From an optimization exercise on the open Yosys and OpenROAD flow, aimed at small area and a short achievable clock period; shortcuts taken in it are not production practice. Power and IR drop assume default switching activity.

==> run a <==
## redundant_alu_core
module redundant_alu_core #(
  parameter int LANES = 5
) (
  input  logic                       clk,
  input  logic                       reset,
  input  logic                       op_valid,
  input  alu_pkg::alu_op_t           alu_op,
  input  alu_pkg::reg_addr_t         ra1,
  input  alu_pkg::reg_addr_t         ra2,
  input  alu_pkg::reg_addr_t         wa,
  input  logic                       write_en,
  input  logic                       use_imm,
  input  alu_pkg::imm_t              imm,
  input  logic [$clog2(LANES)-1:0]   fault_lane,
  input  alu_pkg::word_t             fault_bits,
  output logic                       result_valid,
  output alu_pkg::word_t             result,
  output logic                       zero,
  output logic [LANES-1:0]           lane_ok
);
==> module reg_file, before the edit <==
module reg_file (
  input  logic               clk,
  input  alu_pkg::reg_addr_t ra1,
  input  alu_pkg::reg_addr_t ra2,
  output alu_pkg::word_t     rd1,
  output alu_pkg::word_t     rd2,
  input  logic               wb_en,
  input  alu_pkg::reg_addr_t wb_addr,
  input  alu_pkg::word_t     wb_data
);
  alu_pkg::word_t regs [1:alu_pkg::REG_COUNT-1];
  logic [alu_pkg::REG_COUNT-1:1] pend;
  logic [alu_pkg::REG_COUNT-1:1] sel1;
  logic [alu_pkg::REG_COUNT-1:1] sel2;
  logic [3:0] hi1, hi2;
  logic [7:0] lo1, lo2;
  logic byp1;
  logic byp2;
  for (genvar r = 1; r < alu_pkg::REG_COUNT; r++)
  begin : g_reg
    assign pend[r] = wb_en && (wb_addr == r);
    always_ff @(posedge clk)
    begin
      if (pend[r])
      begin
        regs[r] <= wb_data;
      end
    end
  end
  always_comb
  begin
    for (int h = 0; h < 4; h++)
    begin
      hi1[h] = (ra1[4:3] == h);
      hi2[h] = (ra2[4:3] == h);
    end
    for (int l = 0; l < 8; l++)
    begin
      lo1[l] = (ra1[2:0] == l);
      lo2[l] = (ra2[2:0] == l);
    end
    for (int r = 1; r < alu_pkg::REG_COUNT; r++)
    begin
      sel1[r] = hi1[r / 8] & lo1[r % 8] & ~pend[r];
      sel2[r] = hi2[r / 8] & lo2[r % 8] & ~pend[r];
    end
  end
  assign byp1 = wb_en && (ra1 == wb_addr);
  assign byp2 = wb_en && (ra2 == wb_addr);
  always_comb
  begin
    rd1 = wb_data & {alu_pkg::XLEN{byp1}};
    rd2 = wb_data & {alu_pkg::XLEN{byp2}};
    for (int r = 1; r < alu_pkg::REG_COUNT; r++)
    begin
      rd1 = rd1 | (regs[r] & {alu_pkg::XLEN{sel1[r]}});
      rd2 = rd2 | (regs[r] & {alu_pkg::XLEN{sel2[r]}});
    end
  end
endmodule
export LEC_CHECK = 0
export ABC_CLOCK_PERIOD_IN_PS = 3000
export CAP_MARGIN = 20
export CORE_MARGIN = 2
export CORE_UTILIZATION = 40
export SETUP_SLACK_MARGIN = 5
export SLEW_MARGIN = 20
export TNS_END_PERCENT = 10
create_clock -name core_clock -period 8.0 [get_ports {clk}]
standard.sh (not shown) runs the stock make flow with config.mk's settings and CLKGATE_MAP_FILE= SYNTH_SCRIPT=/design/flow/synth_recipe.tcl, a recipe that flattens the netlist after the stock synthesis.
==> flow/flow/run.sh <==
#!/bin/bash
# The standard layout, with plain buffers on the ports (instead of the
# delay cells buffer_ports picks on its own) and the resizer free to swap a
# cell for any cell of the same function, not just one of the same footprint.
set -euo pipefail
bash standard.sh MATCH_CELL_FOOTPRINT=0 "BUFFER_PORTS_ARGS=-buffer_cell sky130_fd_sc_hd__buf_2" finish > standard_make.log 2>&1
==> inputs of run b, as changes to run a <==
--- a/flow/design.v
+++ b/flow/design.v
@@ -22,60 +22,32 @@
   output alu_pkg::word_t     rd1,
   output alu_pkg::word_t     rd2,
   input  logic               wb_en,
   input  alu_pkg::reg_addr_t wb_addr,
   input  alu_pkg::word_t     wb_data
 );
   alu_pkg::word_t regs [1:alu_pkg::REG_COUNT-1];
-  logic [alu_pkg::REG_COUNT-1:1] pend;
-  logic [alu_pkg::REG_COUNT-1:1] sel1;
-  logic [alu_pkg::REG_COUNT-1:1] sel2;
-  logic [3:0] hi1, hi2;
-  logic [7:0] lo1, lo2;
-  logic byp1;
-  logic byp2;
   for (genvar r = 1; r < alu_pkg::REG_COUNT; r++)
   begin : g_reg
-    assign pend[r] = wb_en && (wb_addr == r);
     always_ff @(posedge clk)
     begin
-      if (pend[r])
+      if (wb_en && (wb_addr == r))
       begin
         regs[r] <= wb_data;
       end
     end
   end
   always_comb
   begin
-    for (int h = 0; h < 4; h++)
-    begin
-      hi1[h] = (ra1[4:3] == h);
-      hi2[h] = (ra2[4:3] == h);
-    end
-    for (int l = 0; l < 8; l++)
-    begin
-      lo1[l] = (ra1[2:0] == l);
-      lo2[l] = (ra2[2:0] == l);
-    end
+    rd1 = '0;
+    rd2 = '0;
     for (int r = 1; r < alu_pkg::REG_COUNT; r++)
     begin
-      sel1[r] = hi1[r / 8] & lo1[r % 8] & ~pend[r];
-      sel2[r] = hi2[r / 8] & lo2[r % 8] & ~pend[r];
-    end
-  end
-  assign byp1 = wb_en && (ra1 == wb_addr);
-  assign byp2 = wb_en && (ra2 == wb_addr);
-  always_comb
-  begin
-    rd1 = wb_data & {alu_pkg::XLEN{byp1}};
-    rd2 = wb_data & {alu_pkg::XLEN{byp2}};
-    for (int r = 1; r < alu_pkg::REG_COUNT; r++)
-    begin
-      rd1 = rd1 | (regs[r] & {alu_pkg::XLEN{sel1[r]}});
-      rd2 = rd2 | (regs[r] & {alu_pkg::XLEN{sel2[r]}});
+      rd1 = rd1 | (regs[r] & {alu_pkg::XLEN{ra1 == r}});
+      rd2 = rd2 | (regs[r] & {alu_pkg::XLEN{ra2 == r}});
     end
   end
 endmodule
 module operand_fetch (
   input  logic               clk,
   input  logic               reset,
   input  logic               op_valid,
@@ -119,39 +91,16 @@
 endmodule
 module alu_lane (
   input  alu_pkg::word_t   a,
   input  alu_pkg::word_t   b,         
   input  alu_pkg::alu_op_t alu_op,
   output alu_pkg::word_t   raw
 );
-  localparam int N = alu_pkg::XLEN + 1;
   alu_pkg::word_t sum;
-  alu_pkg::word_t p;
-  logic [N-1:0] gg [0:$clog2(N)];
-  logic [N-1:0] pp [0:$clog2(N)];
-  assign p = a ^ b;
-  assign gg[0] = {a & b, alu_op[2]};
-  assign pp[0] = {p, 1'b0};
-  for (genvar l = 0; l < $clog2(N); l++)
-  begin : g_level
-    for (genvar i = 0; i < N; i++)
-    begin : g_bit
-      if (i >= (1 << l))
-      begin : g_merge
-        assign gg[l+1][i] = gg[l][i] | (pp[l][i] & gg[l][i - (1 << l)]);
-        assign pp[l+1][i] = pp[l][i] & pp[l][i - (1 << l)];
-      end
-      else
-      begin : g_pass
-        assign gg[l+1][i] = gg[l][i];
-        assign pp[l+1][i] = pp[l][i];
-      end
-    end
-  end
-  assign sum = p ^ gg[$clog2(N)][alu_pkg::XLEN-1:0];
+  assign sum = a + b + alu_pkg::word_t'(alu_op[2]);
   always_comb
   begin
     case (alu_op[1:0])
       2'b00: raw = a & b;
       2'b01: raw = a | b;
       2'b10: raw = sum;
       default: raw = {{(alu_pkg::XLEN - 1){1'b0}}, sum[alu_pkg::XLEN-1]};
@@ -171,44 +120,33 @@
   output logic                             zero,
   output logic                             result_valid,
   output logic [LANES-1:0]                 lane_ok,
   output alu_pkg::word_t                   voted
 );
   logic [LANES-1:0] fsel;
   logic [LANES-1:0] drop;
-  logic e, n0, n1, n2, n3p, ge2, ge3, k1, k2;
-  alu_pkg::word_t flip;
-  alu_pkg::word_t keep;
-  always_comb
-  begin
-    ge2 = 1'b0;
-    ge3 = 1'b0;
+  logic e, n0, n1, n2, n3p, k1, k2;
+  int unsigned n;
+  always_comb
+  begin
+    n = 0;
     for (int i = 0; i < LANES; i++)
     begin
       fsel[i] = (fault_lane == i);
-      for (int j = i + 1; j < LANES; j++)
-      begin
-        ge2 = ge2 | (lane_ok[i] & lane_ok[j]);
-        for (int k = j + 1; k < LANES; k++)
-        begin
-          ge3 = ge3 | (lane_ok[i] & lane_ok[j] & lane_ok[k]);
-        end
-      end
-    end
-    n0 = ~|lane_ok;
-    n1 = ~n0 & ~ge2;
-    n2 = ge2 & ~ge3;
-    n3p = ge3;
+      n = n + lane_ok[i];
+    end
+    n0 = (n == 0);
+    n1 = (n == 1);
+    n2 = (n == 2);
+    n3p = (n >= 3);
     e = |(fsel & lane_ok);
     k1 = e && n1;
     k2 = e && n2;
   end
-  assign flip = fault_bits & {alu_pkg::XLEN{k1}};
-  assign keep = ~(fault_bits & {alu_pkg::XLEN{k2}}) & {alu_pkg::XLEN{~n0}};
-  assign voted = (raw & keep) ^ flip;
+  assign voted = n0 ? '0 : ((raw & ~(fault_bits & {alu_pkg::XLEN{k2}})) ^ (fault_bits & {alu_pkg::XLEN{k1}}));
   always_comb
   begin
     drop = '0;
     if (e && n3p && (fault_bits != '0))
     begin
       drop = fsel;
     end
@@ -265,31 +203,24 @@
   alu_pkg::word_t voted;
   logic ex_valid;
   alu_pkg::word_t ex_a;
   alu_pkg::word_t ex_b;
   alu_pkg::alu_op_t ex_alu_op;
   alu_pkg::reg_addr_t ex_wa;
   logic ex_write_en;
-  logic wb_en;
-  alu_pkg::reg_addr_t wb_addr;
   reg_file u_reg_file (
     .clk     (clk),
     .ra1     (ra1),
     .ra2     (ra2),
     .rd1     (rd1),
     .rd2     (rd2),
-    .wb_en   (wb_en),
-    .wb_addr (wb_addr),
-    .wb_data (result)
-  );
-  always_ff @(posedge clk)
-  begin
-    wb_en <= ex_valid && ex_write_en && (ex_wa != '0);
-    wb_addr <= ex_wa;
-  end
+    .wb_en   (ex_valid && ex_write_en),
+    .wb_addr (ex_wa),
+    .wb_data (voted)
+  );
   operand_fetch u_operand_fetch (
     .clk         (clk),
     .reset       (reset),
     .op_valid    (op_valid),
     .use_imm     (use_imm),
     .write_en    (write_en),
     .alu_op      (alu_op),
==> flow/run.sh (new file) <==
#!/bin/bash
# synth_recipe.tcl (not shown) runs the flow's synth.tcl, then flattens the netlist and writes it again
# the make line also repeats each setting of config.mk as NAME=value (left out here)
make -C /OpenROAD-flow-scripts/flow DESIGN_CONFIG=/design/flow/config.mk WORK_HOME=/design/flow/orfs CLKGATE_MAP_FILE= SYNTH_SCRIPT=/design/flow/synth_recipe.tcl finish
--- a/flow/config.mk
+++ b/flow/config.mk
@@ -5,10 +5,8 @@
 export SDC_FILE = /design/flow/constraint.sdc
 export NUM_CORES = 4
 export LEC_CHECK = 0
 export ABC_CLOCK_PERIOD_IN_PS = 3000
 export CAP_MARGIN = 20
 export CORE_MARGIN = 2
 export CORE_UTILIZATION = 40
-export SETUP_SLACK_MARGIN = 5
 export SLEW_MARGIN = 20
-export TNS_END_PERCENT = 10
removed: flow/flow/run.sh
removed: flow/standard.sh
==> inputs of run c, as changes to run a <==
--- a/flow/design.v
+++ b/flow/design.v
@@ -23,59 +23,37 @@
   output alu_pkg::word_t     rd2,
   input  logic               wb_en,
   input  alu_pkg::reg_addr_t wb_addr,
   input  alu_pkg::word_t     wb_data
 );
   alu_pkg::word_t regs [1:alu_pkg::REG_COUNT-1];
   logic [alu_pkg::REG_COUNT-1:1] pend;
-  logic [alu_pkg::REG_COUNT-1:1] sel1;
-  logic [alu_pkg::REG_COUNT-1:1] sel2;
-  logic [3:0] hi1, hi2;
-  logic [7:0] lo1, lo2;
   logic byp1;
   logic byp2;
   for (genvar r = 1; r < alu_pkg::REG_COUNT; r++)
   begin : g_reg
     assign pend[r] = wb_en && (wb_addr == r);
     always_ff @(posedge clk)
     begin
       if (pend[r])
       begin
         regs[r] <= wb_data;
       end
     end
   end
-  always_comb
-  begin
-    for (int h = 0; h < 4; h++)
-    begin
-      hi1[h] = (ra1[4:3] == h);
-      hi2[h] = (ra2[4:3] == h);
-    end
-    for (int l = 0; l < 8; l++)
-    begin
-      lo1[l] = (ra1[2:0] == l);
-      lo2[l] = (ra2[2:0] == l);
-    end
-    for (int r = 1; r < alu_pkg::REG_COUNT; r++)
-    begin
-      sel1[r] = hi1[r / 8] & lo1[r % 8] & ~pend[r];
-      sel2[r] = hi2[r / 8] & lo2[r % 8] & ~pend[r];
-    end
-  end
   assign byp1 = wb_en && (ra1 == wb_addr);
   assign byp2 = wb_en && (ra2 == wb_addr);
   always_comb
   begin
     rd1 = wb_data & {alu_pkg::XLEN{byp1}};
     rd2 = wb_data & {alu_pkg::XLEN{byp2}};
     for (int r = 1; r < alu_pkg::REG_COUNT; r++)
     begin
-      rd1 = rd1 | (regs[r] & {alu_pkg::XLEN{sel1[r]}});
-      rd2 = rd2 | (regs[r] & {alu_pkg::XLEN{sel2[r]}});
+      rd1 = rd1 | (regs[r] & {alu_pkg::XLEN{(ra1 == r) && !pend[r]}});
+      rd2 = rd2 | (regs[r] & {alu_pkg::XLEN{(ra2 == r) && !pend[r]}});
     end
   end
 endmodule
 module operand_fetch (
   input  logic               clk,
   input  logic               reset,
   input  logic               op_valid,
==> flow/run.sh (new file) <==
#!/bin/bash
# synth_recipe.tcl (not shown) runs the flow's synth.tcl, then flattens the netlist and writes it again
# the make line also repeats each setting of config.mk as NAME=value (left out here)
make -C /OpenROAD-flow-scripts/flow DESIGN_CONFIG=/design/flow/config.mk WORK_HOME=/design/flow/orfs CLKGATE_MAP_FILE= SYNTH_SCRIPT=/design/flow/synth_recipe.tcl finish
--- a/flow/config.mk
+++ b/flow/config.mk
@@ -5,10 +5,10 @@
 export SDC_FILE = /design/flow/constraint.sdc
 export NUM_CORES = 4
 export LEC_CHECK = 0
 export ABC_CLOCK_PERIOD_IN_PS = 3000
 export CAP_MARGIN = 20
 export CORE_MARGIN = 2
 export CORE_UTILIZATION = 40
-export SETUP_SLACK_MARGIN = 5
+export SETUP_SLACK_MARGIN = 4.5
 export SLEW_MARGIN = 20
 export TNS_END_PERCENT = 10
removed: flow/flow/run.sh
removed: flow/standard.sh
==> run_results.csv <==
group,metric,value,unit
outcome,outcome,"timing/DRC/antenna clean",
sta,finClkSkew,0.0830,ns
pwr,p_total,0.0142,W
drt,wl_met3,48000,µm
global_route,met1_usage,47.3,%
placement,dpl_cell_area,54200,µm²
cells_and_area,nClkBuffers,140,
pwr,powerSeq,0.00647,W
Source of the figures above: run c

==> run_results.csv <==
group,metric,value,unit
outcome,outcome,"timing/DRC/antenna clean",
global_route,met1_usage,49.2,%
placement,dpl_cell_area,54100,µm²
pwr,powerSeq,0.00837,W
Source of the figures above: run b

==> run_results.csv <==
group,metric,value,unit
cells_and_area,nClkBuffers,145,
outcome,outcome,"timing/DRC/antenna clean",
placement,dpl_cell_area,54200,µm²
global_route,met1_usage,48.1,%
pwr,p_total,0.0166,W
Source of the figures above: run a

No run of this note included a check of the RTL's function; only the layout flow was run.

what the ideal ports hide:
How much do the figures lean on ideal ports? The routed layouts below were timed once more, with nothing changed but the port constraints. Step 1 assumes that a clkbuf_16 drives the clock port and a buf_2 every other input. Step 2 times the ports against the registers' clock, not the clock port: input delays grow and output delays shrink by t, the midpoint of the rising clock arrivals with the driver on. Slacks: ideal ports / drivers / drivers and shift; pairs: ideal ports / drivers.
| run | shift t [ns] | setup WS [ns] | worst hold slack (ns) | latest minus earliest clock arrival (ns) | worst slew at a driven data input, ns |
|---|---|---|---|---|---|
| run a | 0.837 | 4.014 / 4.014 / 3.378 | 0.349 / 0.349 / 0.349 | 0.054 / 0.054 | 0.19 |
| run b | 0.782 | 2.315 / 2.364 / 1.582 | 0.485 / 0.485 / 0.485 | 0.036 / 0.036 | 0.14 |
| run c | 0.803 | 4.196 / 4.144 / 3.494 | 0.330 / 0.330 / 0.330 | 0.084 / 0.083 | 0.04 |
After both steps setup and hold are still met in every run listed. The setup slack of run b, which loses most, moves by +0.049 ns with the drivers and by -0.733 ns with both steps.
